This is an optimization exercise on Yosys and OpenROAD, whose aim is small area, a short achievable clock period and few clock cycles, not a production implementation. In this exercise RTL edits were held to simulation tests only and were not proved equivalent to the original.

$ cat flow/flow/run.sh
#!/bin/bash
# The standard layout (the standard.sh, unchanged synthesis), with extra
# ORFS settings from flow/knobs.txt (one VAR=value per line): a larger
# setup margin for timing repair and a plain buffer for the port buffers.
# The constraints, clock period and checks are unchanged.
set -euo pipefail
mapfile -t KNOBS < <(grep -v '^#' flow/knobs.txt | sed '/^$/d')
bash standard.sh "${KNOBS[@]}" finish > standard_flow.log 2>&1
$ cat flow/config.mk
export PLATFORM = sky130hd
export DESIGN_NAME = multiplicacao_matrizes_seq
export DESIGN_NICKNAME = multiplicacao_matrizes_seq
export VERILOG_FILES = /design/flow/design.v
export SDC_FILE = /design/flow/constraint.sdc
export NUM_CORES = 4
export LEC_CHECK = 0
export CAP_MARGIN = 20
export CORE_MARGIN = 2
export CORE_UTILIZATION = 40
export CTS_CLUSTER_DIAMETER = 100
export CTS_CLUSTER_SIZE = 20
export SLEW_MARGIN = 20
export SYNTH_HIERARCHICAL = 1
export SYNTH_MINIMUM_KEEP_SIZE = 0
$ cat flow/standard.sh
#!/bin/bash
# synth_recipe.tcl (not shown) runs the flow's synth.tcl, then flattens the netlist and writes it again
# the make line also repeats each setting of config.mk as NAME=value (left out here)
make -C /OpenROAD-flow-scripts/flow DESIGN_CONFIG=/design/flow/config.mk WORK_HOME=/design/flow/orfs CLKGATE_MAP_FILE= SYNTH_SCRIPT=/design/flow/synth_recipe.tcl "${@:-finish}"
$ cat flow/constraint.sdc
create_clock -name core_clock -period 11.0 [get_ports {clk}]
set_input_delay 2.2000 -clock core_clock [delete_from_list [all_inputs] [get_ports {clk}]]
set_output_delay 2.2000 -clock core_clock [all_outputs]
set_load 0.01 [all_outputs]
$ cat flow/design.v
package multiplicacao_pkg;
  localparam int DATA_W_DEF = 8;
  localparam int MAX_N_DEF  = 5;
  typedef enum logic [1:0] {
    IDLE    = 2'd0,
    COMPUTE = 2'd1,
    DONE    = 2'd2
  } state_t;
  function automatic int data_max(input int w);
    data_max = (1 << (w - 1)) - 1;
  endfunction
  function automatic int data_min(input int w);
    data_min = -(1 << (w - 1));
  endfunction
  localparam int DATA_MAX = data_max(DATA_W_DEF);
  localparam int DATA_MIN = data_min(DATA_W_DEF);
  function automatic int idx(input int i, input int j, input int max_n,
                             input int data_w);
    idx = (i * max_n + j) * data_w;
  endfunction
  function automatic int decode_n(input int size, input int max_n);
    decode_n = (size + 2 > max_n) ? max_n : size + 2;
  endfunction
endpackage
module saturador #(
  parameter int ACC_W  = 18,
  parameter int DATA_W = 8
) (
  input  logic [ACC_W-1:0]  acc,
  input  logic              sat_en,
  output logic [DATA_W-1:0] y,
  output logic              ovf
);
  logic neg;
  always_comb begin
    ovf = (acc[ACC_W-1:DATA_W] != '0);
    neg = acc[ACC_W-1];
    y   = {~acc[DATA_W-1], acc[DATA_W-2:0]};
    if (sat_en && ovf) begin
      y = neg ? {1'b1, {(DATA_W-1){1'b0}}} : {1'b0, {(DATA_W-1){1'b1}}};
    end
  end
endmodule
module multiplicacao_matrizes_seq #(
  parameter int DATA_W = multiplicacao_pkg::DATA_W_DEF,
  parameter int MAX_N  = multiplicacao_pkg::MAX_N_DEF,
  parameter int SIZE_W = $clog2(MAX_N - 1),
  parameter int ACC_W  = 18
) (
  input  logic                            clk,
  input  logic                            rst_n,
  input  logic                            start,
  input  logic                            sat_en,
  input  logic [SIZE_W-1:0]               matrix_size,
  input  logic [MAX_N*MAX_N*DATA_W-1:0]   A,
  input  logic [MAX_N*MAX_N*DATA_W-1:0]   B,
  output logic                            busy,
  output logic                            done,
  output logic [MAX_N*MAX_N*DATA_W-1:0]   C,
  output logic                            overflow_flag
);
  localparam int CNT_W = 3;
  logic             run_q;      
  logic             done_q;     
  logic [MAX_N-1:0] first_q;    
  logic [CNT_W-1:0] cnt_q;
  logic             sat_q;
  logic [MAX_N-1:0] vld_q;      
  logic [DATA_W-1:0] a_q [MAX_N][MAX_N];
  logic [DATA_W-1:0] b_q [MAX_N][MAX_N];
  logic [ACC_W-1:0]  acc_q [MAX_N][MAX_N];
  logic [ACC_W-1:0]  acc_d [MAX_N][MAX_N];
  logic idle;
  logic [CNT_W-1:0] n_m1;
  assign idle = !run_q && !done_q;
  assign busy = run_q;
  assign done = done_q;
  assign n_m1 = CNT_W'(multiplicacao_pkg::decode_n(int'(matrix_size), MAX_N) - 1);
  always_ff @(posedge clk or negedge rst_n) begin
    if (!rst_n) begin
      run_q   <= 1'b0;
      done_q  <= 1'b0;
      first_q <= '0;
      cnt_q   <= '0;
      sat_q   <= 1'b0;
      vld_q   <= '0;
    end else begin
      done_q  <= 1'b0;
      first_q <= '0;
      if (idle) begin
        if (start) begin
          run_q   <= 1'b1;
          for (int i = 0; i < MAX_N; i++) first_q[i] <= (i <= int'(n_m1));
          cnt_q   <= n_m1;
          sat_q   <= sat_en;
          for (int i = 0; i < MAX_N; i++) vld_q[i] <= (i <= int'(n_m1));
        end
      end else if (run_q) begin
        cnt_q <= cnt_q - 1'b1;
        if (cnt_q == '0) begin
          run_q  <= 1'b0;
          done_q <= 1'b1;
        end
      end
    end
  end
  logic accept;
  logic more;
  assign accept = idle && start;
  assign more   = run_q && (cnt_q != '0);
  always_ff @(posedge clk) begin
    for (int i = 0; i < MAX_N; i++) begin
      for (int k = 0; k < MAX_N; k++) begin
        if (!run_q || k == MAX_N-1) begin
          b_q[k][i] <= B[(k*MAX_N + i)*DATA_W +: DATA_W];
        end else begin
          b_q[k][i] <= b_q[(k+1) % MAX_N][i];
        end
      end
      for (int k = 1; k < MAX_N; k++) begin
        if (!run_q || k == MAX_N-1) begin
          a_q[i][k] <= A[(i*MAX_N + k)*DATA_W +: DATA_W];
        end else begin
          a_q[i][k] <= a_q[i][(k+1) % MAX_N];
        end
      end
      a_q[i][0] <= ({DATA_W{accept}} & A[(i*MAX_N)*DATA_W +: DATA_W]) |
                   ({DATA_W{more}} & a_q[i][1]);
    end
  end
  for (genvar gi = 0; gi < MAX_N; gi++) begin : g_mr
    for (genvar gj = 0; gj < MAX_N; gj++) begin : g_mc
      logic [7:0]  a;
      logic [7:0]  b;
      logic [17:0] acc_in;
      logic [17:0] sum;
      assign a      = a_q[gi][0];
      assign b      = b_q[0][gj];
      assign acc_in = first_q[gi] ? ACC_W'(1 << (DATA_W-1)) : acc_q[gi][gj];
      assign acc_d[gi][gj] = sum;
      logic pp_0_0;
      logic pp_0_1;
      logic pp_0_2;
      logic pp_0_3;
      logic pp_0_4;
      logic pp_0_5;
      logic pp_0_6;
      logic pp_0_7;
      logic pp_1_0;
      logic pp_1_1;
      logic pp_1_2;
      logic pp_1_3;
      logic pp_1_4;
      logic pp_1_5;
      logic pp_1_6;
      logic pp_1_7;
      logic pp_2_0;
      logic pp_2_1;
      logic pp_2_2;
      logic pp_2_3;
      logic pp_2_4;
      logic pp_2_5;
      logic pp_2_6;
      logic pp_2_7;
      logic pp_3_0;
      logic pp_3_1;
      logic pp_3_2;
      logic pp_3_3;
      logic pp_3_4;
      logic pp_3_5;
      logic pp_3_6;
      logic pp_3_7;
      logic pp_4_0;
      logic pp_4_1;
      logic pp_4_2;
      logic pp_4_3;
      logic pp_4_4;
      logic pp_4_5;
      logic pp_4_6;
      logic pp_4_7;
      logic pp_5_0;
      logic pp_5_1;
      logic pp_5_2;
      logic pp_5_3;
      logic pp_5_4;
      logic pp_5_5;
      logic pp_5_6;
      logic pp_5_7;
      logic pp_6_0;
      logic pp_6_1;
      logic pp_6_2;
      logic pp_6_3;
      logic pp_6_4;
      logic pp_6_5;
      logic pp_6_6;
      logic pp_6_7;
      logic pp_7_0;
      logic pp_7_1;
      logic pp_7_2;
      logic pp_7_3;
      logic pp_7_4;
      logic pp_7_5;
      logic pp_7_6;
      logic pp_7_7;
      logic s0, c0;
      logic s1, c1;
      logic s2, c2;
      logic s3, c3;
      logic s4, c4;
      logic s5, c5;
      logic s6, c6;
      logic s7, c7;
      logic s8, c8;
      logic s9, c9;
      logic s10, c10;
      logic s11, c11;
      logic s12, c12;
      logic s13, c13;
      logic s14, c14;
      logic s15, c15;
      logic s16, c16;
      logic s17, c17;
      logic s18, c18;
      logic s19, c19;
      logic s20, c20;
      logic s21, c21;
      logic s22, c22;
      logic s23, c23;
      logic s24, c24;
      logic s25, c25;
      logic s26, c26;
      logic s27, c27;
      logic s28, c28;
      logic s29, c29;
      logic s30, c30;
      logic s31, c31;
      logic s32, c32;
      logic s33, c33;
      logic s34, c34;
      logic s35, c35;
      logic s36, c36;
      logic s37, c37;
      logic s38, c38;
      logic s39, c39;
      logic s40, c40;
      logic s41, c41;
      logic s42, c42;
      logic s43, c43;
      logic s44, c44;
      logic s45, c45;
      logic s46, c46;
      logic s47, c47;
      logic s48, c48;
      logic s49, c49;
      logic s50, c50;
      logic s51, c51;
      logic s52, c52;
      logic s53, c53;
      logic s54, c54;
      logic s55, c55;
      logic s56, c56;
      logic s57, c57;
      logic s58, c58;
      logic [17:0] r0, r1;
      assign pp_0_0 = a[0] & b[0];
      assign pp_0_1 = a[0] & b[1];
      assign pp_0_2 = a[0] & b[2];
      assign pp_0_3 = a[0] & b[3];
      assign pp_0_4 = a[0] & b[4];
      assign pp_0_5 = a[0] & b[5];
      assign pp_0_6 = a[0] & b[6];
      assign pp_0_7 = ~(a[0] & b[7]);
      assign pp_1_0 = a[1] & b[0];
      assign pp_1_1 = a[1] & b[1];
      assign pp_1_2 = a[1] & b[2];
      assign pp_1_3 = a[1] & b[3];
      assign pp_1_4 = a[1] & b[4];
      assign pp_1_5 = a[1] & b[5];
      assign pp_1_6 = a[1] & b[6];
      assign pp_1_7 = ~(a[1] & b[7]);
      assign pp_2_0 = a[2] & b[0];
      assign pp_2_1 = a[2] & b[1];
      assign pp_2_2 = a[2] & b[2];
      assign pp_2_3 = a[2] & b[3];
      assign pp_2_4 = a[2] & b[4];
      assign pp_2_5 = a[2] & b[5];
      assign pp_2_6 = a[2] & b[6];
      assign pp_2_7 = ~(a[2] & b[7]);
      assign pp_3_0 = a[3] & b[0];
      assign pp_3_1 = a[3] & b[1];
      assign pp_3_2 = a[3] & b[2];
      assign pp_3_3 = a[3] & b[3];
      assign pp_3_4 = a[3] & b[4];
      assign pp_3_5 = a[3] & b[5];
      assign pp_3_6 = a[3] & b[6];
      assign pp_3_7 = ~(a[3] & b[7]);
      assign pp_4_0 = a[4] & b[0];
      assign pp_4_1 = a[4] & b[1];
      assign pp_4_2 = a[4] & b[2];
      assign pp_4_3 = a[4] & b[3];
      assign pp_4_4 = a[4] & b[4];
      assign pp_4_5 = a[4] & b[5];
      assign pp_4_6 = a[4] & b[6];
      assign pp_4_7 = ~(a[4] & b[7]);
      assign pp_5_0 = a[5] & b[0];
      assign pp_5_1 = a[5] & b[1];
      assign pp_5_2 = a[5] & b[2];
      assign pp_5_3 = a[5] & b[3];
      assign pp_5_4 = a[5] & b[4];
      assign pp_5_5 = a[5] & b[5];
      assign pp_5_6 = a[5] & b[6];
      assign pp_5_7 = ~(a[5] & b[7]);
      assign pp_6_0 = a[6] & b[0];
      assign pp_6_1 = a[6] & b[1];
      assign pp_6_2 = a[6] & b[2];
      assign pp_6_3 = a[6] & b[3];
      assign pp_6_4 = a[6] & b[4];
      assign pp_6_5 = a[6] & b[5];
      assign pp_6_6 = a[6] & b[6];
      assign pp_6_7 = ~(a[6] & b[7]);
      assign pp_7_0 = ~(a[7] & b[0]);
      assign pp_7_1 = ~(a[7] & b[1]);
      assign pp_7_2 = ~(a[7] & b[2]);
      assign pp_7_3 = ~(a[7] & b[3]);
      assign pp_7_4 = ~(a[7] & b[4]);
      assign pp_7_5 = ~(a[7] & b[5]);
      assign pp_7_6 = ~(a[7] & b[6]);
      assign pp_7_7 = a[7] & b[7];
      assign s0 = pp_0_5 ^ pp_1_4;
      assign c0 = pp_0_5 & pp_1_4;
      fa_bit u_fa1 (.a(pp_0_6), .b(pp_1_5), .c(pp_2_4), .s(s1), .co(c1));
      assign s2 = pp_3_3 ^ pp_4_2;
      assign c2 = pp_3_3 & pp_4_2;
      fa_bit u_fa3 (.a(pp_0_7), .b(pp_1_6), .c(pp_2_5), .s(s3), .co(c3));
      fa_bit u_fa4 (.a(pp_3_4), .b(pp_4_3), .c(pp_5_2), .s(s4), .co(c4));
      assign s5 = pp_6_1 ^ pp_7_0;
      assign c5 = pp_6_1 & pp_7_0;
      fa_bit u_fa6 (.a(pp_1_7), .b(pp_2_6), .c(pp_3_5), .s(s6), .co(c6));
      fa_bit u_fa7 (.a(pp_4_4), .b(pp_5_3), .c(pp_6_2), .s(s7), .co(c7));
      fa_bit u_fa8 (.a(pp_7_1), .b(acc_in[8]), .c(1'b1), .s(s8), .co(c8));
      fa_bit u_fa9 (.a(pp_2_7), .b(pp_3_6), .c(pp_4_5), .s(s9), .co(c9));
      fa_bit u_fa10 (.a(pp_5_4), .b(pp_6_3), .c(pp_7_2), .s(s10), .co(c10));
      fa_bit u_fa11 (.a(pp_3_7), .b(pp_4_6), .c(pp_5_5), .s(s11), .co(c11));
      assign s12 = pp_0_3 ^ pp_1_2;
      assign c12 = pp_0_3 & pp_1_2;
      fa_bit u_fa13 (.a(pp_0_4), .b(pp_1_3), .c(pp_2_2), .s(s13), .co(c13));
      assign s14 = pp_3_1 ^ pp_4_0;
      assign c14 = pp_3_1 & pp_4_0;
      fa_bit u_fa15 (.a(s0), .b(pp_2_3), .c(pp_3_2), .s(s15), .co(c15));
      fa_bit u_fa16 (.a(pp_4_1), .b(pp_5_0), .c(acc_in[5]), .s(s16), .co(c16));
      fa_bit u_fa17 (.a(c0), .b(s1), .c(s2), .s(s17), .co(c17));
      fa_bit u_fa18 (.a(pp_5_1), .b(pp_6_0), .c(acc_in[6]), .s(s18), .co(c18));
      fa_bit u_fa19 (.a(c1), .b(c2), .c(s3), .s(s19), .co(c19));
      fa_bit u_fa20 (.a(s4), .b(s5), .c(acc_in[7]), .s(s20), .co(c20));
      fa_bit u_fa21 (.a(c3), .b(c4), .c(c5), .s(s21), .co(c21));
      fa_bit u_fa22 (.a(s6), .b(s7), .c(s8), .s(s22), .co(c22));
      fa_bit u_fa23 (.a(c6), .b(c7), .c(c8), .s(s23), .co(c23));
      fa_bit u_fa24 (.a(s9), .b(s10), .c(acc_in[9]), .s(s24), .co(c24));
      fa_bit u_fa25 (.a(c9), .b(c10), .c(s11), .s(s25), .co(c25));
      fa_bit u_fa26 (.a(pp_6_4), .b(pp_7_3), .c(acc_in[10]), .s(s26), .co(c26));
      fa_bit u_fa27 (.a(c11), .b(pp_4_7), .c(pp_5_6), .s(s27), .co(c27));
      fa_bit u_fa28 (.a(pp_6_5), .b(pp_7_4), .c(acc_in[11]), .s(s28), .co(c28));
      fa_bit u_fa29 (.a(pp_5_7), .b(pp_6_6), .c(pp_7_5), .s(s29), .co(c29));
      assign s30 = pp_0_2 ^ pp_1_1;
      assign c30 = pp_0_2 & pp_1_1;
      fa_bit u_fa31 (.a(s12), .b(pp_2_1), .c(pp_3_0), .s(s31), .co(c31));
      fa_bit u_fa32 (.a(c12), .b(s13), .c(s14), .s(s32), .co(c32));
      fa_bit u_fa33 (.a(c13), .b(c14), .c(s15), .s(s33), .co(c33));
      fa_bit u_fa34 (.a(c15), .b(c16), .c(s17), .s(s34), .co(c34));
      fa_bit u_fa35 (.a(c17), .b(c18), .c(s19), .s(s35), .co(c35));
      fa_bit u_fa36 (.a(c19), .b(c20), .c(s21), .s(s36), .co(c36));
      fa_bit u_fa37 (.a(c21), .b(c22), .c(s23), .s(s37), .co(c37));
      fa_bit u_fa38 (.a(c23), .b(c24), .c(s25), .s(s38), .co(c38));
      fa_bit u_fa39 (.a(c25), .b(c26), .c(s27), .s(s39), .co(c39));
      fa_bit u_fa40 (.a(c27), .b(c28), .c(s29), .s(s40), .co(c40));
      fa_bit u_fa41 (.a(c29), .b(pp_6_7), .c(pp_7_6), .s(s41), .co(c41));
      assign s42 = pp_0_1 ^ pp_1_0;
      assign c42 = pp_0_1 & pp_1_0;
      fa_bit u_fa43 (.a(s30), .b(pp_2_0), .c(acc_in[2]), .s(s43), .co(c43));
      fa_bit u_fa44 (.a(c30), .b(s31), .c(acc_in[3]), .s(s44), .co(c44));
      fa_bit u_fa45 (.a(c31), .b(s32), .c(acc_in[4]), .s(s45), .co(c45));
      fa_bit u_fa46 (.a(c32), .b(s33), .c(s16), .s(s46), .co(c46));
      fa_bit u_fa47 (.a(c33), .b(s34), .c(s18), .s(s47), .co(c47));
      fa_bit u_fa48 (.a(c34), .b(s35), .c(s20), .s(s48), .co(c48));
      fa_bit u_fa49 (.a(c35), .b(s36), .c(s22), .s(s49), .co(c49));
      fa_bit u_fa50 (.a(c36), .b(s37), .c(s24), .s(s50), .co(c50));
      fa_bit u_fa51 (.a(c37), .b(s38), .c(s26), .s(s51), .co(c51));
      fa_bit u_fa52 (.a(c38), .b(s39), .c(s28), .s(s52), .co(c52));
      fa_bit u_fa53 (.a(c39), .b(s40), .c(acc_in[12]), .s(s53), .co(c53));
      fa_bit u_fa54 (.a(c40), .b(s41), .c(acc_in[13]), .s(s54), .co(c54));
      fa_bit u_fa55 (.a(c41), .b(pp_7_7), .c(acc_in[14]), .s(s55), .co(c55));
      assign s56 = acc_in[15] ^ 1'b1;
      assign c56 = acc_in[15] & 1'b1;
      assign s57 = acc_in[16] ^ 1'b1;
      assign c57 = acc_in[16] & 1'b1;
      assign s58 = acc_in[17] ^ 1'b1;
      assign c58 = acc_in[17] & 1'b1;
      assign r0 = {c57, c56, c55, c54, c53, c52, c51, c50, c49, c48, c47, c46, c45, c44, c43, c42, s42, pp_0_0};
      assign r1 = {s58, s57, s56, s55, s54, s53, s52, s51, s50, s49, s48, s47, s46, s45, s44, s43, acc_in[1], acc_in[0]};
      logic [17:0] pg, gg;
      assign pg = r0 ^ r1;
      assign gg = r0 & r1;
      logic bg0, bp0;
      assign bg0 = gg[1] | (pg[1] & gg[0]);
      assign bp0 = pg[1] & pg[0];
      logic bg1, bp1;
      assign bg1 = gg[3] | (pg[3] & gg[2]);
      assign bp1 = pg[3] & pg[2];
      logic bg2, bp2;
      assign bg2 = gg[5] | (pg[5] & gg[4]);
      assign bp2 = pg[5] & pg[4];
      logic bg3, bp3;
      assign bg3 = gg[7] | (pg[7] & gg[6]);
      assign bp3 = pg[7] & pg[6];
      logic bg4, bp4;
      assign bg4 = gg[9] | (pg[9] & gg[8]);
      assign bp4 = pg[9] & pg[8];
      logic bg5, bp5;
      assign bg5 = gg[11] | (pg[11] & gg[10]);
      assign bp5 = pg[11] & pg[10];
      logic bg6, bp6;
      assign bg6 = gg[13] | (pg[13] & gg[12]);
      assign bp6 = pg[13] & pg[12];
      logic bg7, bp7;
      assign bg7 = gg[15] | (pg[15] & gg[14]);
      assign bp7 = pg[15] & pg[14];
      logic bg8, bp8;
      assign bg8 = gg[17] | (pg[17] & gg[16]);
      assign bp8 = pg[17] & pg[16];
      logic bg9, bp9;
      assign bg9 = bg1 | (bp1 & bg0);
      assign bp9 = bp1 & bp0;
      logic bg10, bp10;
      assign bg10 = bg3 | (bp3 & bg2);
      assign bp10 = bp3 & bp2;
      logic bg11, bp11;
      assign bg11 = bg5 | (bp5 & bg4);
      assign bp11 = bp5 & bp4;
      logic bg12, bp12;
      assign bg12 = bg7 | (bp7 & bg6);
      assign bp12 = bp7 & bp6;
      logic bg13, bp13;
      assign bg13 = bg10 | (bp10 & bg9);
      assign bp13 = bp10 & bp9;
      logic bg14, bp14;
      assign bg14 = bg12 | (bp12 & bg11);
      assign bp14 = bp12 & bp11;
      logic bg15, bp15;
      assign bg15 = bg14 | (bp14 & bg13);
      assign bp15 = bp14 & bp13;
      logic bg16, bp16;
      assign bg16 = bg11 | (bp11 & bg13);
      assign bp16 = bp11 & bp13;
      logic bg17, bp17;
      assign bg17 = bg2 | (bp2 & bg9);
      assign bp17 = bp2 & bp9;
      logic bg18, bp18;
      assign bg18 = bg4 | (bp4 & bg13);
      assign bp18 = bp4 & bp13;
      logic bg19, bp19;
      assign bg19 = bg6 | (bp6 & bg16);
      assign bp19 = bp6 & bp16;
      logic bg20, bp20;
      assign bg20 = bg8 | (bp8 & bg15);
      assign bp20 = bp8 & bp15;
      logic bg21, bp21;
      assign bg21 = gg[2] | (pg[2] & bg0);
      assign bp21 = pg[2] & bp0;
      logic bg22, bp22;
      assign bg22 = gg[4] | (pg[4] & bg9);
      assign bp22 = pg[4] & bp9;
      logic bg23, bp23;
      assign bg23 = gg[6] | (pg[6] & bg17);
      assign bp23 = pg[6] & bp17;
      logic bg24, bp24;
      assign bg24 = gg[8] | (pg[8] & bg13);
      assign bp24 = pg[8] & bp13;
      logic bg25, bp25;
      assign bg25 = gg[10] | (pg[10] & bg18);
      assign bp25 = pg[10] & bp18;
      logic bg26, bp26;
      assign bg26 = gg[12] | (pg[12] & bg16);
      assign bp26 = pg[12] & bp16;
      logic bg27, bp27;
      assign bg27 = gg[14] | (pg[14] & bg19);
      assign bp27 = pg[14] & bp19;
      logic bg28, bp28;
      assign bg28 = gg[16] | (pg[16] & bg15);
      assign bp28 = pg[16] & bp15;
      assign sum[0] = pg[0];
      assign sum[1] = pg[1] ^ gg[0];
      assign sum[2] = pg[2] ^ bg0;
      assign sum[3] = pg[3] ^ bg21;
      assign sum[4] = pg[4] ^ bg9;
      assign sum[5] = pg[5] ^ bg22;
      assign sum[6] = pg[6] ^ bg17;
      assign sum[7] = pg[7] ^ bg23;
      assign sum[8] = pg[8] ^ bg13;
      assign sum[9] = pg[9] ^ bg24;
      assign sum[10] = pg[10] ^ bg18;
      assign sum[11] = pg[11] ^ bg25;
      assign sum[12] = pg[12] ^ bg16;
      assign sum[13] = pg[13] ^ bg26;
      assign sum[14] = pg[14] ^ bg19;
      assign sum[15] = pg[15] ^ bg27;
      assign sum[16] = pg[16] ^ bg15;
      assign sum[17] = pg[17] ^ bg28;
      always_ff @(posedge clk) acc_q[gi][gj] <= acc_d[gi][gj];
    end
  end
  logic [MAX_N*MAX_N-1:0] ovf_e;
  for (genvar gi = 0; gi < MAX_N; gi++) begin : g_row
    for (genvar gj = 0; gj < MAX_N; gj++) begin : g_col
      logic [DATA_W-1:0] y;
      logic              o;
      saturador #(
        .ACC_W  (ACC_W),
        .DATA_W (DATA_W)
      ) u_sat (
        .acc    (acc_q[gi][gj]),
        .sat_en (sat_q),
        .y      (y),
        .ovf    (o)
      );
      localparam int GM = (gi > gj) ? gi : gj;
      assign C[(gi*MAX_N + gj)*DATA_W +: DATA_W] = vld_q[GM] ? y : '0;
      assign ovf_e[gi*MAX_N + gj] = vld_q[GM] && o;
    end
  end
  assign overflow_flag = |ovf_e;
endmodule
module fa_bit (
  input  logic a,
  input  logic b,
  input  logic c,
  output logic s,
  output logic co
);
  assign s  = a ^ b ^ c;
  assign co = (a & b) | (a & c) | (b & c);
endmodule
$ cat flow/flow/knobs.txt
SETUP_SLACK_MARGIN=6
BUFFER_PORTS_ARGS=-buffer_cell sky130_fd_sc_hd__buf_1
==> metrics.cfg, run 1 <==
[sta]
period_share = 0.5016
drv_slew = 0
max_clock_freq_mhz = 181.3
final-hold-violation-count = 0
grt_setup_unrepaired = true
finalSetupViolations = 0
max-slew-margin-rel = 0.2613
tns_ns = 0
finClkSkew_ns = 0.03753
worst_slew_pin_slew_ns = 1.104
finalWorstPathRequiredPeriod_ns = 5.517

[setup_path]
crit_path_max_incr_delay_ns = 0.51
critical_path_cell_by_cell = nor4_2 > nand4b_1 > nor3_2 > nand2_1 > a222oi_1 > nand3_2 > buf_6
timing.critical_path.fanout_max = 3
setup.worst_path.start_class = flop
worst-endpoint-arrival_ns = 3.32
worst_ep_required_time_ns = 8.80
critical_path.slowest_cell = sky130_fd_sc_hd__a222oi_1
sort_of_element_at_the_end_of_the_critical_path = output port
worstSetupPathType = reg2out

[synth]
seq_area_frac_synth = 0.2122
synthTopCellsByArea = sky130_fd_sc_hd__fa_1, sky130_fd_sc_hd__dfxtp_1, sky130_fd_sc_hd__and2_1
post-synth-top-area-fraction = 0.3536
synth-edff-count = 0
dominantRegCellSynth = sky130_fd_sc_hd__dfxtp_1
synth_cell_type_count = 49
async_flop_share = 0.01848
ys.warnings.count = 16
synthesis.area_mm2 = 0.08209
mean_syn_cell_area_um2 = 10.92
netlist_instances = 7516
synth-seq-cells = 866
synth.largest_area_cell = sky130_fd_sc_hd__fa_1

[route]
route.antenna.remaining_nets = 0
wl_per_cell_um = 23.45
drt_iter0_markers = 3011
route.vias.total = 55376
detail_route.drc_violations = 0
drt_pre_antenna_iters = 7
route.final.wire_length_mm = 249.2
post_drt_via_cell_ratio = 5.210

[global_route]
grt_first_pass_wirelength_mm = 376.1
overall_overflow_remaining_after_global_route = 0
first_global_vias = 61964
grt_max_degree = 79
gr-usage-all-layers = 0.2360
antenna_found_initial = 40

[clock_network]
cts_sinks = 866
clkTransAtPathRegs_ns = 0.09
cts_hold_buf = 0
clkLatencyLatePin_ns = 0.77
numCtsBuffers = 58
cts_tree = built
clock_tree.htree_level_count = 2
clk_path_buf_depth = 3
clock_tree.root_cell = sky130_fd_sc_hd__clkbuf_16

[layout]
multiInputGateArea_mm2 = 0.06203
fill_count = 19403
final_layout_size_suffix_gt1_frac = 0.08150
syn_to_final_growth_pct = 9.453
final_cell_mix = sky130_fd_sc_hd__and2_1, sky130_fd_sc_hd__fa_1, sky130_fd_sc_hd__dfxtp_1
ff_latch_area_mm2 = 0.01749
nets = 10305
layout_commonest_cell = sky130_fd_sc_hd__and2_1
final_instance_count_excl_fillers = 10629

[placement]
hpwlAfterDp_mm = 175.6
dp_cells = 10499
routabilityCongestion = 0.8548
port_buffers = 608

[run]
cap_viol_max_count = 0

[floorplan]
fp.coreArea_mm2 = 0.2044
pin_count = 609
placement_rows = 166
die-height_um = 457.0
initial_utilization = 0.4017
die_width_um = 457.0
die_ar_mm2 = 0.2089

[status]
status = timing/DRC/antenna clean

[worst_hold_path]
hold_path.class = reg2reg

==> per-stage QoR <==
step | instance area (µm²) | utilization | hold slack, ns | worst slack [ns]
2_1_floorplan | 82180 | - | 0.4195 | 6.577
3_3_place_gp | 86820 | 0.4248 | 0.4277 | 5.629
3_5_place_dp | 86820 | 0.4248 | 0.4231 | 5.562
4_1_cts | 89140 | 0.4362 | 0.4400 | 5.302
5_1_grt | 89820 | 0.4395 | 0.4531 | 5.398
6_report | 89850 | 0.4396 | 0.4424 | 5.483
==> modules after synthesis (local to each module, per instance), a selection <==
module	cells	flip-flops and latches	area (µm²)
multiplicacao_matrizes_seq	5916	866	54880
fa_bit	1	0	20.02
==> critical path: cells and delay by family, from the launching register on <==
| family | cells | cell delay [ns] |
|---|---|---|
| compound gates | 1 | 0.51 |
| simple gates | 5 | 1.49 |
| flops | 1 | 0.35 |
| buf+inv | 1 | 0.22 |
==> sequential cells by signal (all words and copies together), names as in the netlist, 3 cells and up <==
name	count
a_q	200
acc_q	450
b_q	200
cnt_q	3
first_q	5
vld_q	5
==> synthesized netlist by cell type (all sizes together) (16+ instances only) <==
cell    count
mux2      282
or2        26
xnor2     101
a211o      21
o31a       23
xor2      125
fa       1450
dfrtp      16
o22ai      21
nand2     461
nand3      26
nand2b     49
ha        555
a21oi     158
o211ai     75
a31oi      25
o21ai     122
nor2      105
inv       310
a211oi     28
and2     1477
clkbuf    391
dfxtp     850
nand4b     25
nor4       27
nor3       51
o21a      175
buf        41
a22o       40
a21o       51
a41o       23
nor2b     375
==> cell families after synthesis <==
group           after synthesis  share of synthesized area
simple gates               2626                     0.1845
xor+xnor                    226                    0.02411
fa+ha+maj                  2005                     0.4382
buf+inv                     742                    0.03562
flops                       866                     0.2122
other cells                   1                 0.00004568
mux                         282                    0.03868
compound gates              768                    0.06670
==> routing by layer <==
metal	vias up	part of all wire	GRT usage
li1	24883	-	-
met1	28675	0.39	0.2922
met2	1502	0.50	0.4197
met3	314	0.061	0.03442
met4	2	0.046	0.07850
met5	-	0.000052	0
==> layout make-up <==
type / count / area share
inverter: 310 / 0.01298
sequential: 866 / 0.1947
antenna: 15 / 0.0004178
clock inverter: 26 / 0.003662
clock buffer: 66 / 0.01660
tap: 2688 / 0.03743
timing repair buffer: 726 / 0.04387
multi-input combinational: 5932 / 0.6904
==> final timing paths <==
check                                      from               endpoint  slack [ns]  cells past startpoint
min in group asynchronous                 rst_n   first_q[0]$_DFF_PN0_        1.53                      1
max in group asynchronous                 rst_n   first_q[1]$_DFF_PN0_        8.80                      1
hold / removal                a_q[6][2]$_DFF_P_      a_q[5][2]$_DFF_P_        0.44                      1
hold reg to reg               a_q[6][2]$_DFF_P_      a_q[5][2]$_DFF_P_        0.44                      1
setup reg to reg             a_q[15][2]$_DFF_P_  acc_q[16][15]$_DFF_P_        6.16                     13
setup / recovery           acc_q[8][16]$_DFF_P_          overflow_flag        5.48                      7
==> what timing repair did <==
action / CTS / global route
gates resized for setup: 81 / 128
gates cloned: 2 / 8
endpoints found under the setup margin: 256 / 79
pin swaps: 8 / 7
buffers inserted: 8 / 5
Testbench counts, summed over its fixed seeds: cycles 1,734.
==> run 2, diff against run 1 <==
==> flow/flow/knobs.txt (replaced) <==
SETUP_SLACK_MARGIN=5.75
BUFFER_PORTS_ARGS=-buffer_cell sky130_fd_sc_hd__buf_1
==> run 2 against run 1 <==
Against the previous run: still clean; routed wire length fell by 3.2%; flip-flop and latch count did not move; worst hold slack barely moved; setup slack improved by 0.00052 ns; synthesized area did not move; register-to-register slack got worse by 0.25 ns; global-route usage fell by 0.15 points; clock skew fell by 0.0029 ns; critical path depth did not move; core utilization fell by 0.39 points; highest routed layer unchanged.
==> metrics.cfg, run 2 <==
[floorplan]
die-height_um = 457.0  ; unchanged
placement_rows = 166  ; unchanged
fp.coreArea_mm2 = 0.2044  ; unchanged
die_width_um = 457.0  ; unchanged
initial_utilization = 0.4017  ; unchanged
pin_count = 609  ; unchanged
die_ar_mm2 = 0.2089  ; unchanged

[synth]
area_share_of_and_or_nand_nor_cells_after_synthesis = 0.1845  ; unchanged
post-synth-top-area-fraction = 0.3536  ; unchanged
synth-seq-cells = 866  ; unchanged
synthTopCellsByCount = sky130_fd_sc_hd__and2_1, sky130_fd_sc_hd__fa_1, sky130_fd_sc_hd__dfxtp_1  ; unchanged
muxShareOfSynthArea = 0.03868  ; unchanged
synthesis.area_mm2 = 0.08209  ; unchanged
combinational_family_with_the_most_area_after_synthesis = adder cells  ; unchanged
synth-edff-count = 0  ; unchanged
synth_cell_type_count = 49  ; unchanged
async_flop_share = 0.01848  ; unchanged
dominantRegCellSynth = sky130_fd_sc_hd__dfxtp_1  ; unchanged
mean_syn_cell_area_um2 = 10.92  ; unchanged
synth_adder_area_share = 0.4382  ; unchanged
netlist_instances = 7516  ; unchanged
ys.warnings.count = 16  ; unchanged
seq_area_frac_synth = 0.2122  ; unchanged
synth_xor_xnor_area_share = 0.02411  ; unchanged
synth_most_common_cell = sky130_fd_sc_hd__and2_1  ; unchanged
synth.largest_area_cell = sky130_fd_sc_hd__fa_1  ; unchanged
synthTopCellsByArea = sky130_fd_sc_hd__fa_1, sky130_fd_sc_hd__dfxtp_1, sky130_fd_sc_hd__and2_1  ; unchanged
complex_gate_fraction_of_the_synthesized_area = 0.06670  ; unchanged

[placement]
port_buffers = 608  ; unchanged
dp_cells = 10499  ; unchanged
hpwlAfterDp_mm = 175.6  ; unchanged
routabilityCongestion = 0.8548  ; unchanged

[route]
post_drt_via_cell_ratio = 5.179  ; was 5.210
detail_route.drc_violations = 0  ; unchanged
route.vias.total = 54950  ; was 55376
wl_per_cell_um = 22.73  ; was 23.45 µm
route.antenna.remaining_nets = 0  ; unchanged
drt_iter0_markers = 2955  ; was 3011
route.final.wire_length_mm = 241.2  ; was 249.2 mm
drt_pre_antenna_iters = 7  ; unchanged

[layout]
flip_flop_count_of_the_largest_register_all_copies_and_words_added = 450  ; unchanged
nets = 10288  ; was 10305
final_instance_count_excl_fillers = 10611  ; was 10629
final_cell_mix = sky130_fd_sc_hd__and2_1, sky130_fd_sc_hd__fa_1, sky130_fd_sc_hd__dfxtp_1  ; unchanged
fill_count = 19486  ; was 19403
syn_to_final_growth_pct = 8.481  ; was 9.453%
final_layout_size_suffix_gt1_frac = 0.07814  ; was 0.08150
layout_top_registers = acc_q (450), a_q (200), b_q (200)  ; unchanged
max_flop_register = acc_q  ; unchanged
layout_commonest_cell = sky130_fd_sc_hd__and2_1  ; unchanged

[setup_path]
crit_path_max_incr_delay_ns = 0.50  ; was 0.51 ns
rrSetupSlack_ns = 5.91  ; was 6.16 ns
setup.worst_path.start_class = flop  ; unchanged
crit_family = simple AND/OR/NAND/NOR gates  ; unchanged
worstRegToRegCells = 13  ; unchanged
critical_path.slowest_cell = sky130_fd_sc_hd__a222oi_1  ; unchanged
r2r-end = acc_q[14][15]$_DFF_P_  ; was acc_q[16][15]$_DFF_P_
worst_ep_required_time_ns = 8.80  ; about the same
critical_path_cell_by_cell = nor4_4 > nand4b_1 > nor3_2 > nand2_1 > a222oi_1 > nand3_2 > buf_6  ; was nor4_2 > nand4b_1 > nor3_2 > nand2_1 > a222oi_1 > nand3_2 > buf_6
worst-endpoint-arrival_ns = 3.32  ; about the same
crit-reg2reg-launch = b_q[4][7]$_DFF_P_  ; was a_q[15][2]$_DFF_P_
worstSetupPathType = reg2out  ; unchanged
sort_of_element_at_the_end_of_the_critical_path = output port  ; unchanged
timing.critical_path.fanout_max = 2  ; was 3
buffering_stage_count_on_the_worst_path_with_inverters_included = 1  ; unchanged

[clock_network]
cts_sinks = 866  ; unchanged
clock_tree.root_cell = sky130_fd_sc_hd__clkbuf_16  ; unchanged
clkTransAtPathRegs_ns = 0.08  ; was 0.09 ns
clkLatencyLatePin_ns = 0.76  ; was 0.77 ns
cts_hold_buf = 0  ; unchanged
numCtsBuffers = 58  ; unchanged
clock_tree.htree_level_count = 2  ; unchanged
cts_tree = built  ; unchanged
clk_path_buf_depth = 3  ; unchanged

[sta]
grt_setup_unrepaired = true  ; unchanged
drv_slew = 0  ; unchanged
finalWorstPathRequiredPeriod_ns = 5.517  ; about the same
tns_ns = 0  ; unchanged
worst_slew_pin_slew_ns = 1.049  ; was 1.104 ns
final-hold-violation-count = 0  ; unchanged
period_share = 0.5015  ; was 0.5016
finalSetupViolations = 0  ; unchanged
max-slew-margin-rel = 0.2979  ; was 0.2613
finClkSkew_ns = 0.03467  ; was 0.03753 ns
max_clock_freq_mhz = 181.3  ; about the same

[global_route]
grt_first_pass_wirelength_mm = 374.3  ; was 376.1 mm
gr-usage-all-layers = 0.2345  ; was 0.2360
overall_overflow_remaining_after_global_route = 0  ; unchanged
first_global_vias = 61860  ; was 61964
antenna_found_initial = 38  ; was 40
grt_max_degree = 79  ; unchanged

[worst_hold_path]
timing.hold.worst.start = a_q[11][2]$_DFF_P_  ; was a_q[6][2]$_DFF_P_
hold_path.class = reg2reg  ; unchanged
worstHoldEndpoint = a_q[10][2]$_DFF_P_  ; was a_q[5][2]$_DFF_P_
min_path_cells = 1  ; unchanged

[run]
cap_viol_max_count = 0  ; unchanged

[status]
status = timing/DRC/antenna clean  ; unchanged

==> run 2: cell counts after synthesis <==
Identical to the previous run, type by type.
==> run 2: cell type report <==
cell class	instances	area, µm²	share of cell area
Multi-Input combinational cell	5932	62010	0.6963
Sequential cell	866	17470	0.1961
Tap cell	2688	3363	0.03777
Timing Repair Buffer	709	3189	0.03581
Clock buffer	66	1491	0.01675
Inverter	310	1166	0.01309
Clock inverter	26	329.1	0.003695
Antenna cell	14	35.03	0.0003934
==> run 2: timing repair <==
item	4_1_cts	5_1_grt
setup buffers	2	4
endpoints found under the setup margin	135	90
resized for setup	33	30
pin swaps	8	7
==> run 2: cells by family (layout without fill, tap and decap cells) <==
kind of cell	Yosys count	after routing
flops	866	866
mux	282	282
fa+ha+maj	2005	2005
other cells	1	39
compound gates	768	768
simple gates	2626	2626
xor+xnor	226	226
buf+inv	742	1111
==> run 2: stage by stage <==
stage / hold slack (ns) / worst slack [ns] / util / cell area, µm²
floorplan: 0.4195 / 6.577 / - / 82180
global placement: 0.4277 / 5.629 / 0.4248 / 86820
detailed placement: 0.4231 / 5.562 / 0.4248 / 86820
CTS: 0.4400 / 5.302 / 0.4347 / 88840
global route: 0.4531 / 5.374 / 0.4356 / 89020
finish: 0.4426 / 5.483 / 0.4357 / 89050
==> run 2: worst max path at each step <==
| stage | start | to | cells past startpoint |
|---|---|---|---|
| after detailed placement | first_q[4]$_DFF_PN0_ | acc_q[23][15]$_DFF_P_ | 13 |
| after global routing | acc_q[13][14]$_DFF_P_ | overflow_flag | 7 |
| after CTS | acc_q[13][14]$_DFF_P_ | overflow_flag | 7 |
| after floorplan | first_q[0]$_DFF_PN0_ | acc_q[0][15]$_DFF_P_ | 14 |
| after global placement | first_q[4]$_DFF_PN0_ | acc_q[22][15]$_DFF_P_ | 13 |
| final | acc_q[13][14]$_DFF_P_ | overflow_flag | 7 |
==> run 2: Yosys stat by module, one instance, submodules excluded, excerpt <==
module | cell area, µm² | flip-flops and latches | cells inside | copies in the design
fa_bit | 20.02 | 0 | 1 | 1225
multiplicacao_matrizes_seq | 54880 | 866 | 5916 | 1
==> run 2: metal layers <==
layer	wire, µm	track usage
met5	13	0
met4	9859	0.08039
met3	13090	0.03403
met2	121100	0.4159
met1	97090	0.2904
==> run 2: worst reg2reg max path, stage by stage, from the launching register on <==
cell	delay, ns
sky130_fd_sc_hd__dfxtp_2	0.33
sky130_fd_sc_hd__buf_4	0.49
sky130_fd_sc_hd__nand2_1	0.22
sky130_fd_sc_hd__fa_1	0.57
sky130_fd_sc_hd__fa_1	0.43
sky130_fd_sc_hd__fa_1	0.53
sky130_fd_sc_hd__fa_1	0.43
sky130_fd_sc_hd__ha_1	0.35
sky130_fd_sc_hd__a21oi_1	0.26
sky130_fd_sc_hd__o211ai_1	0.23
sky130_fd_sc_hd__a41o_1	0.33
sky130_fd_sc_hd__o31a_1	0.27
sky130_fd_sc_hd__fa_1	0.38
sky130_fd_sc_hd__xor2_1	0.16
==> run 3, diff against run 2 <==
--- a/flow/design.v
+++ b/flow/design.v
@@ -24,18 +24,15 @@
 endpackage
 module saturador #(
-  parameter int ACC_W  = 18,
   parameter int DATA_W = 8
 ) (
-  input  logic [ACC_W-1:0]  acc,
+  input  logic [DATA_W-1:0] lo,
+  input  logic              oor,
+  input  logic              neg,
   input  logic              sat_en,
-  output logic [DATA_W-1:0] y,
-  output logic              ovf
+  output logic [DATA_W-1:0] y
 );
-  logic neg;
   always_comb begin
-    ovf = (acc[ACC_W-1:DATA_W] != '0);
-    neg = acc[ACC_W-1];
-    y   = {~acc[DATA_W-1], acc[DATA_W-2:0]};
-    if (sat_en && ovf) begin
+    y = {~lo[DATA_W-1], lo[DATA_W-2:0]};
+    if (sat_en && oor) begin
       y = neg ? {1'b1, {(DATA_W-1){1'b0}}} : {1'b0, {(DATA_W-1){1'b1}}};
     end
@@ -63,5 +60,4 @@
   logic             run_q;      
   logic             done_q;     
-  logic [MAX_N-1:0] first_q;    
   logic [CNT_W-1:0] cnt_q;
   logic             sat_q;
@@ -71,4 +67,5 @@
   logic [ACC_W-1:0]  acc_q [MAX_N][MAX_N];
   logic [ACC_W-1:0]  acc_d [MAX_N][MAX_N];
+  logic              oor_q [MAX_N][MAX_N];    
   logic idle;
   logic [CNT_W-1:0] n_m1;
@@ -81,5 +78,4 @@
       run_q   <= 1'b0;
       done_q  <= 1'b0;
-      first_q <= '0;
       cnt_q   <= '0;
       sat_q   <= 1'b0;
@@ -87,9 +83,7 @@
     end else begin
       done_q  <= 1'b0;
-      first_q <= '0;
       if (idle) begin
         if (start) begin
           run_q   <= 1'b1;
-          for (int i = 0; i < MAX_N; i++) first_q[i] <= (i <= int'(n_m1));
           cnt_q   <= n_m1;
           sat_q   <= sat_en;
@@ -137,5 +131,5 @@
       assign a      = a_q[gi][0];
       assign b      = b_q[0][gj];
-      assign acc_in = first_q[gi] ? ACC_W'(1 << (DATA_W-1)) : acc_q[gi][gj];
+      assign acc_in = acc_q[gi][gj];
       assign acc_d[gi][gj] = sum;
       logic pp_0_0;
@@ -506,5 +500,13 @@
       assign sum[16] = pg[16] ^ bg15;
       assign sum[17] = pg[17] ^ bg28;
-      always_ff @(posedge clk) acc_q[gi][gj] <= acc_d[gi][gj];
+      always_ff @(posedge clk) begin
+        if (accept) begin
+          acc_q[gi][gj] <= ACC_W'(1 << (DATA_W-1));
+          oor_q[gi][gj] <= 1'b0;
+        end else begin
+          acc_q[gi][gj] <= acc_d[gi][gj];
+          oor_q[gi][gj] <= (acc_d[gi][gj][ACC_W-1:DATA_W] != '0);
+        end
+      end
     end
   end
@@ -513,17 +515,16 @@
     for (genvar gj = 0; gj < MAX_N; gj++) begin : g_col
       logic [DATA_W-1:0] y;
-      logic              o;
       saturador #(
-        .ACC_W  (ACC_W),
         .DATA_W (DATA_W)
       ) u_sat (
-        .acc    (acc_q[gi][gj]),
+        .lo     (acc_q[gi][gj][DATA_W-1:0]),
+        .oor    (oor_q[gi][gj]),
+        .neg    (acc_q[gi][gj][ACC_W-1]),
         .sat_en (sat_q),
-        .y      (y),
-        .ovf    (o)
+        .y      (y)
       );
       localparam int GM = (gi > gj) ? gi : gj;
       assign C[(gi*MAX_N + gj)*DATA_W +: DATA_W] = vld_q[GM] ? y : '0;
-      assign ovf_e[gi*MAX_N + gj] = vld_q[GM] && o;
+      assign ovf_e[gi*MAX_N + gj] = vld_q[GM] && oor_q[gi][gj];
     end
   end
==> run 3 against run 2 <==
Against the previous run: die area decreased by 0.80%; count of clock-buffer cells in the layout increased by 1; sequential share of layout area decreased by 0.11 points; synthesized cell count decreased by 0.24%; non-clock buffer count increased by 98; global-route usage increased by 0.46 points; critical path depth increased by 10; via count increased by 3.1%; synthesized area decreased by 0.81%; critical endpoint is now oor_q[23]$_SDFF_PP0_; cell count increased by 0.66%.
==> metrics.cfg, run 3 <==
[placement]
hpwlAfterDp_mm = 171.8  ; was 175.6 mm
dp_cells = 10432  ; was 10499
worst_slack_at_placement_ns = 5.353  ; was 5.562 ns
port_buffers = 608  ; unchanged
routabilityCongestion = 0.8545  ; was 0.8548

[synth]
synth.largest_area_cell = sky130_fd_sc_hd__fa_1  ; unchanged
ys.warnings.count = 18  ; was 16
synth_cell_type_count = 42  ; was 49
synthTopCellsByCount = sky130_fd_sc_hd__and2_1, sky130_fd_sc_hd__fa_1, sky130_fd_sc_hd__dfxtp_1  ; unchanged
synthTopCellsByArea = sky130_fd_sc_hd__fa_1, sky130_fd_sc_hd__dfxtp_1, sky130_fd_sc_hd__and2_1  ; unchanged
synth_most_common_cell = sky130_fd_sc_hd__and2_1  ; unchanged
seq_area_frac_synth = 0.2185  ; was 0.2122
synth-edff-count = 0  ; unchanged
async_flop_share = 0.01242  ; was 0.01848
netlist_instances = 7498  ; was 7516
synthesis.area_mm2 = 0.08143  ; was 0.08209 mm²
synth-seq-cells = 886  ; was 866
dominantRegCellSynth = sky130_fd_sc_hd__dfxtp_1  ; unchanged
mean_syn_cell_area_um2 = 10.86  ; was 10.92 µm²
post-synth-top-area-fraction = 0.3565  ; was 0.3536

[route]
route.vias.total = 56664  ; was 54950
post_drt_via_cell_ratio = 5.305  ; was 5.179
detail_route.drc_violations = 0  ; unchanged
wl_per_cell_um = 25.68  ; was 22.73 µm
route.final.wire_length_mm = 274.2  ; was 241.2 mm
route.antenna.remaining_nets = 0  ; unchanged
drt_iter0_markers = 3531  ; was 2955
drt_pre_antenna_iters = 5  ; was 7

[sta]
worst_slew_pin_slew_ns = 1.151  ; was 1.049 ns
finalWorstPathRequiredPeriod_ns = 5.157  ; was 5.517 ns
max-slew-margin-rel = 0.2330  ; was 0.2979
finalSetupViolations = 0  ; unchanged
finClkSkew_ns = 0.02777  ; was 0.03467 ns
post-route-worst-setup-slack_ns = 5.843  ; was 5.483 ns
grt_setup_unrepaired = true  ; unchanged
final-hold-violation-count = 0  ; unchanged
period_share = 0.4688  ; was 0.5015
tns_ns = 0  ; unchanged
max_clock_freq_mhz = 193.9  ; was 181.3 MHz
fin_hold_ws_ns = 0.4426  ; about the same
drv_slew = 0  ; unchanged

[layout]
final_cell_mix = sky130_fd_sc_hd__and2_1, sky130_fd_sc_hd__fa_1, sky130_fd_sc_hd__dfxtp_1  ; unchanged
ff_latch_area_mm2 = 0.01791  ; was 0.01747 mm²
layout_commonest_cell = sky130_fd_sc_hd__and2_1  ; unchanged
final_instance_count_excl_fillers = 10681  ; was 10611
max_flop_register = acc_q  ; unchanged
fin_util = 0.4538  ; was 0.4357
fill_count = 18867  ; was 19486
final_layout_size_suffix_gt1_frac = 0.1031  ; was 0.07814
flip_flop_count_of_the_largest_register_all_copies_and_words_added = 450  ; unchanged
multiInputGateArea_mm2 = 0.06204  ; was 0.06201 mm²
nets = 10339  ; was 10288
layout_top_registers = acc_q (450), a_q (200), b_q (200)  ; unchanged
syn_to_final_growth_pct = 12.75  ; was 8.481%

[global_route]
grt_first_pass_wirelength_mm = 374.6  ; was 374.3 mm
globalRouteMet1Util = 0.2962  ; was 0.2904
met2_usage = 0.4192  ; was 0.4159
grt_use_met3 = 0.03263  ; was 0.03403
antenna_found_initial = 48  ; was 38
gr-usage-all-layers = 0.2391  ; was 0.2345
overall_overflow_remaining_after_global_route = 0  ; unchanged
global_route.peak_usage_layer = met2  ; unchanged
grt_max_degree = 167  ; was 79
first_global_vias = 61536  ; was 61860

[clock_network]
clock_tree.root_cell = sky130_fd_sc_hd__clkbuf_16  ; unchanged
clock_tree.htree_level_count = 2  ; unchanged
cts_hold_buf = 0  ; unchanged
numCtsBuffers = 60  ; was 58
clk_path_buf_depth = 3  ; unchanged
cts_tree = built  ; unchanged
clkTransAtPathRegs_ns = 0.10  ; was 0.08 ns
cts_sinks = 886  ; was 866
clkLatencyLatePin_ns = 0.77  ; was 0.76 ns

[setup_path]
critical_path_cell_by_cell = buf_12 > and2_1 > fa_1 > fa_1 > fa_1 > fa_1 > ha_1 > a21oi_2 > nor2_1 > a211oi_2 > o21ai_2 > o31a_1 > fa_1 > xnor2_2 > nand4_1 > nor2_1 > a21oi_1  ; was nor4_4 > nand4b_1 > nor3_2 > nand2_1 > a222oi_1 > nand3_2 > buf_6
timing.critical_path.fanout_max = 21  ; was 2
worst_ep_required_time_ns = 11.62  ; was 8.80 ns
critical_path.slowest_cell = sky130_fd_sc_hd__fa_1  ; was sky130_fd_sc_hd__a222oi_1
buffering_stage_count_on_the_worst_path_with_inverters_included = 1  ; unchanged
sort_of_element_at_the_end_of_the_critical_path = flop  ; was output port
timing.critical_path.mode_cell = sky130_fd_sc_hd__fa_1
worst-endpoint-arrival_ns = 5.78  ; was 3.32 ns
worstSetupPathType = reg2reg  ; was reg2out
crit_path_max_incr_delay_ns = 0.55  ; was 0.50 ns
crit_family = adder cells  ; was simple AND/OR/NAND/NOR gates
setup.worst_path.start_class = flop  ; unchanged

[worst_hold_path]
hold_path.class = reg2reg  ; unchanged

[floorplan]
fp.coreArea_mm2 = 0.2023  ; was 0.2044 mm²
die-height_um = 455.2  ; was 457.0 µm
placement_rows = 165  ; was 166
initial_utilization = 0.4025  ; was 0.4017
pin_count = 609  ; unchanged
die_width_um = 455.2  ; was 457.0 µm
die_ar_mm2 = 0.2072  ; was 0.2089 mm²

[run]
cap_viol_max_count = 0  ; unchanged

[status]
status = timing/DRC/antenna clean  ; unchanged

[run 3: layout make-up]
cell class	count	share of cell area
Timing Repair Buffer	807	0.06251
Sequential cell	886	0.1951
Clock buffer	67	0.01686
Multi-Input combinational cell	5969	0.6758
Clock inverter	28	0.003680
Antenna cell	47	0.001281
Inverter	205	0.008382
Tap cell	2672	0.03642
[run 3: cells by family after synthesis]
| logic type | synth area share |
|---|---|
| simple gates | 0.1843 |
| fa+ha+maj | 0.4416 |
| flops | 0.2185 |
| compound gates | 0.05744 |
| buf+inv | 0.03494 |
| mux | 0.03886 |
| xor+xnor | 0.02431 |
| other cells | 0.00004605 |
[run 3: routing by layer]
| metal | vias to the layer above | share of wire |
|---|---|---|
| met2 | 1953 | 0.49 |
| met5 | - | 0 |
| met3 | 494 | 0.074 |
| met4 | 0 | 0.066 |
| li1 | 24896 | - |
| met1 | 29321 | 0.37 |
[run 3: through the flow]
stage / instance area [µm²]
floorplan: 81520
global placement: 85820
detailed placement: 85820
CTS: 88550
global route: 91710
finish: 91810
[run 3: final timing paths]
path | to | cells after the start | start | slack (ns)
min in group asynchronous | run_q$_DFFE_PN0P_ | 1 | rst_n | 1.53
max in group asynchronous | sat_q$_DFFE_PN0P_ | 1 | rst_n | 8.83
worst min register to register | a_q[10][5]$_DFF_P_ | 1 | a_q[11][5]$_DFF_P_ | 0.44
worst max-delay path | oor_q[23]$_SDFF_PP0_ | 17 | b_q[3][4]$_DFF_P_ | 5.84
worst min-delay path | a_q[10][5]$_DFF_P_ | 1 | a_q[11][5]$_DFF_P_ | 0.44
worst max register to register | oor_q[23]$_SDFF_PP0_ | 17 | b_q[3][4]$_DFF_P_ | 5.84
[run 3: timing repair]
item                       CTS  global route
setup buffers                4            52
resized for setup          173           345
gates cloned                 4            47
setup endpoints to repair  174            43
pin swaps                    0            56
[run 3: per-module statistics from Yosys, one instance, submodules excluded, excerpt]
module | copies in the design | cells inside
fa_bit | 1225 | 1
multiplicacao_matrizes_seq | 1 | 5998
Testbench counts of run 3, summed over its fixed seeds: cycles 1,734.
==> run 4, diff against run 3 <==
==> flow/flow/knobs.txt (replaced) <==
SETUP_SLACK_MARGIN=5.5
BUFFER_PORTS_ARGS=-buffer_cell sky130_fd_sc_hd__buf_1
==> run 4 against run 3 <==
Against the previous run: setup slack worse by 0.18 ns; non-clock buffer count is 97 lower; synthesized area stayed put; critical path depth is 12 lower; still clean; final area is 3.4% lower; largest cell class unchanged; synthesized cell count stayed put; register-to-register slack worse by 0.11 ns; sequential share of layout area is 0.60 points higher; critical path type is now reg2out.
==> metrics.cfg, run 4 <==
[status]
status = timing/DRC/antenna clean  ; unchanged

[route]
post_drt_via_cell_ratio = 5.182  ; was 5.305
route.antenna.remaining_nets = 0  ; unchanged
drt_pre_antenna_iters = 5  ; unchanged
route.vias.total = 54696  ; was 56664
wl_per_cell_um = 22.99  ; was 25.68 µm
detail_route.drc_violations = 0  ; unchanged
drt_iter0_markers = 2808  ; was 3531
route.final.wire_length_mm = 242.7  ; was 274.2 mm

[layout]
final_layout_size_suffix_gt1_frac = 0.06535  ; was 0.1031
fin_util = 0.4385  ; was 0.4538
fill_count = 19149  ; was 18867
flip_flop_count_of_the_largest_register_all_copies_and_words_added = 450  ; unchanged
final_instance_count_excl_fillers = 10555  ; was 10681
nets = 10242  ; was 10339
final_cell_mix = sky130_fd_sc_hd__and2_1, sky130_fd_sc_hd__fa_1, sky130_fd_sc_hd__dfxtp_1  ; unchanged
syn_to_final_growth_pct = 8.960  ; was 12.75%
max_flop_register = acc_q  ; unchanged
layout_commonest_cell = sky130_fd_sc_hd__and2_1  ; unchanged
layout_top_registers = acc_q (450), a_q (200), b_q (200)  ; unchanged

[sta]
max-slew-margin-rel = 0.2650  ; was 0.2330
finalSetupViolations = 0  ; unchanged
final-hold-violation-count = 0  ; unchanged
drv_slew = 0  ; unchanged
worst_slew_pin_slew_ns = 1.103  ; was 1.151 ns
grt_setup_unrepaired = true  ; unchanged
period_share = 0.4852  ; was 0.4688
tns_ns = 0  ; unchanged
finalWorstPathRequiredPeriod_ns = 5.338  ; was 5.157 ns
max_clock_freq_mhz = 187.4  ; was 193.9 MHz
finClkSkew_ns = 0.02573  ; was 0.02777 ns

[synth]
synth.largest_area_cell = sky130_fd_sc_hd__fa_1  ; unchanged
post-synth-top-area-fraction = 0.3565  ; unchanged
dominantRegCellSynth = sky130_fd_sc_hd__dfxtp_1  ; unchanged
synth_most_common_cell = sky130_fd_sc_hd__and2_1  ; unchanged
async_flop_share = 0.01242  ; unchanged
ys.warnings.count = 18  ; unchanged
seq_area_frac_synth = 0.2185  ; unchanged
synth-seq-cells = 886  ; unchanged
synthesis.area_mm2 = 0.08143  ; unchanged
netlist_instances = 7498  ; unchanged
mean_syn_cell_area_um2 = 10.86  ; unchanged
synthTopCellsByCount = sky130_fd_sc_hd__and2_1, sky130_fd_sc_hd__fa_1, sky130_fd_sc_hd__dfxtp_1  ; unchanged
synth-edff-count = 0  ; unchanged
synth_cell_type_count = 42  ; unchanged
synthTopCellsByArea = sky130_fd_sc_hd__fa_1, sky130_fd_sc_hd__dfxtp_1, sky130_fd_sc_hd__and2_1  ; unchanged

[worst_hold_path]
timing.hold.worst.start = a_q[11][4]$_DFF_P_  ; was a_q[11][5]$_DFF_P_
hold_path.class = reg2reg  ; unchanged
worstHoldEndpoint = a_q[10][4]$_DFF_P_  ; was a_q[10][5]$_DFF_P_
min_path_cells = 1  ; unchanged

[placement]
dp_cells = 10432  ; unchanged
port_buffers = 608  ; unchanged
routabilityCongestion = 0.8545  ; unchanged
hpwlAfterDp_mm = 171.8  ; unchanged

[setup_path]
worstRegToRegCells = 16  ; was 17
critical_path_cell_by_cell = buf_6 > nand2_1 > a21oi_1 > and2_1 > buf_1  ; was buf_12 > and2_1 > fa_1 > fa_1 > fa_1 > fa_1 > ha_1 > a21oi_2 > nor2_1 > a211oi_2 > o21ai_2 > o31a_1 > fa_1 > xnor2_2 > nand4_1 > nor2_1 > a21oi_1
sort_of_element_at_the_end_of_the_critical_path = output port  ; was flop
worst_setup_path_startpoint = sat_q$_DFFE_PN0P_  ; was b_q[3][4]$_DFF_P_
worst_ep_required_time_ns = 8.80  ; was 11.62 ns
timing.critical_path.fanout_max = 30  ; was 21
critical_path.slowest_cell = sky130_fd_sc_hd__dfrtp_4  ; was sky130_fd_sc_hd__fa_1
rrSetupSlack_ns = 5.73  ; was 5.84 ns
worstSetupPathType = reg2out  ; was reg2reg
worst-endpoint-arrival_ns = 3.14  ; was 5.78 ns
setup.worst_path.start_class = flop  ; unchanged
r2r-end = oor_q[14]$_SDFF_PP0_  ; was oor_q[23]$_SDFF_PP0_
crit-reg2reg-launch = a_q[10][4]$_DFF_P_  ; was b_q[3][4]$_DFF_P_
crit_path_max_incr_delay_ns = 0.71  ; was 0.55 ns

[clock_network]
cts_sinks = 886  ; unchanged
clkTransAtPathRegs_ns = 0.10  ; about the same
clk_path_buf_depth = 3  ; unchanged
numCtsBuffers = 60  ; unchanged
clock_tree.htree_level_count = 2  ; unchanged
clkLatencyLatePin_ns = 0.76  ; was 0.77 ns
clock_tree.root_cell = sky130_fd_sc_hd__clkbuf_16  ; unchanged
cts_tree = built  ; unchanged

[global_route]
grt_max_degree = 167  ; unchanged
grt_first_pass_wirelength_mm = 370.7  ; was 374.6 mm
gr-usage-all-layers = 0.2357  ; was 0.2391
overall_overflow_remaining_after_global_route = 0  ; unchanged
first_global_vias = 61444  ; was 61536
antenna_found_initial = 32  ; was 48

[floorplan]
placement_rows = 165  ; unchanged
initial_utilization = 0.4025  ; unchanged
pin_count = 609  ; unchanged
die_ar_mm2 = 0.2072  ; unchanged
die-height_um = 455.2  ; unchanged
die_width_um = 455.2  ; unchanged
fp.coreArea_mm2 = 0.2023  ; unchanged

[run]
cap_viol_max_count = 0  ; unchanged

## run 4: cell counts after synthesis
Identical to the previous run, type by type.
## run 4: Yosys stat by module, one instance, submodules excluded, excerpt
module,cell area (µm²),cells inside,flip-flops and latches,times used
multiplicacao_matrizes_seq,54870,5998,886,1
fa_bit,20.02,1,0,1225
## run 4: how the worst max path moves through the flow
| stage | endpoint | depth (start not counted) | slack (ns) |
|---|---|---|---|
| 2_1_floorplan | oor_q[17]$_SDFF_PP0_ | 16 | 6.21 |
| 3_3_place_gp | oor_q[22]$_SDFF_PP0_ | 16 | 5.39 |
| 3_5_place_dp | oor_q[12]$_SDFF_PP0_ | 15 | 5.35 |
| 4_1_cts | C[159] | 5 | 5.38 |
| 5_1_grt | oor_q[16]$_SDFF_PP0_ | 17 | 5.47 |
| 6_report | C[79] | 5 | 5.66 |
## run 4: what timing repair did
action | CTS | global route
hold buffers | 0 | 0
buffers inserted | 1 | 5
resized for setup | 23 | 237
gates cloned | 0 | 4
endpoints found under the setup margin | 137 | 37
## run 4: logic make-up (layout without fill, tap and decap cells)
family,Yosys count,count (layout),synth area share
AO/OA/AOI/OAI,697,697,0.05744
flip-flops,886,886,0.2185
AND/OR/NAND/NOR,2736,2736,0.1843
adder cells (fa/ha/maj),2004,2004,0.4416
XOR/XNOR,226,226,0.02431
other,1,43,0.00004605
buffers and inverters,667,1010,0.03494
multiplexers,281,281,0.03886
## run 4: final cells by class
| type | instances | area [µm²] | share of cell area |
|---|---|---|---|
| antenna | 18 | 45.04 | 0.0005077 |
| timing repair buffer | 710 | 3882 | 0.04376 |
| inverter | 205 | 769.5 | 0.008673 |
| clock inverter | 28 | 337.8 | 0.003808 |
| multi-input combinational | 5969 | 60950 | 0.6870 |
| clock buffer | 67 | 1548 | 0.01744 |
| tap | 2672 | 3343 | 0.03768 |
| sequential | 886 | 17840 | 0.2011 |
## run 4: layer usage
metal	track usage	vias up	wire (µm)
met5	0	-	0
met2	0.4153	1438	121000
li1	-	24638	-
met3	0.03344	303	13890
met1	0.2912	28317	96260
met4	0.09009	0	11530
## run 4: worst max-delay path: cells and delay by family (launching register included)
family                 cells  cell delay (ns)
buffers and inverters      2             0.63
AO/OA/AOI/OAI              1             0.52
flip-flops                 1             0.71
AND/OR/NAND/NOR            2             0.49
## run 4: through the flow
stage	hold WS, ns	worst slack [ns]	instance area, µm²
6_report	0.4449	5.662	88720
5_1_grt	0.4551	5.471	88690
4_1_cts	0.4407	5.377	87820
3_5_place_dp	0.4371	5.353	85820
3_3_place_gp	0.4349	5.387	85820
2_1_floorplan	0.4235	6.205	81520

[what the ideal ports hide]
Ports are ideal in the flow. The routed layouts listed here were re-timed in OpenROAD. Step 1 (the two cells are an assumption about what drives the block):
set clk [get_ports {clk}]
set_driving_cell -lib_cell sky130_fd_sc_hd__clkbuf_16 $clk
set_driving_cell -lib_cell sky130_fd_sc_hd__buf_2 [delete_from_list [all_inputs] $clk]
Step 2, shift: input delay + t, output delay - t, t = (earliest + latest rising clock arrival at the registers) / 2. This alone moves slack from input paths to output paths. Slacks: ideal / step 1 / step 2; pairs: ideal / step 1.
| run | shift t [ns] | slack for setup (ns) | slew at the worst register clock pin (ns) | worst data-port slew with drivers (ns) |
|---|---|---|---|---|
| run 1 | 0.833 | 5.483 / 5.397 / 6.165 | 0.10 / 0.10 | 0.22 |
| run 2 | 0.833 | 5.483 / 5.398 / 5.912 | 0.10 / 0.10 | 0.22 |
| run 3 | 0.852 | 5.843 / 5.811 / 5.843 | 0.11 / 0.11 | 0.39 |
| run 4 | 0.839 | 5.662 / 5.572 / 5.730 | 0.10 / 0.10 | 0.37 |
After both steps setup and hold are still met in every run listed.
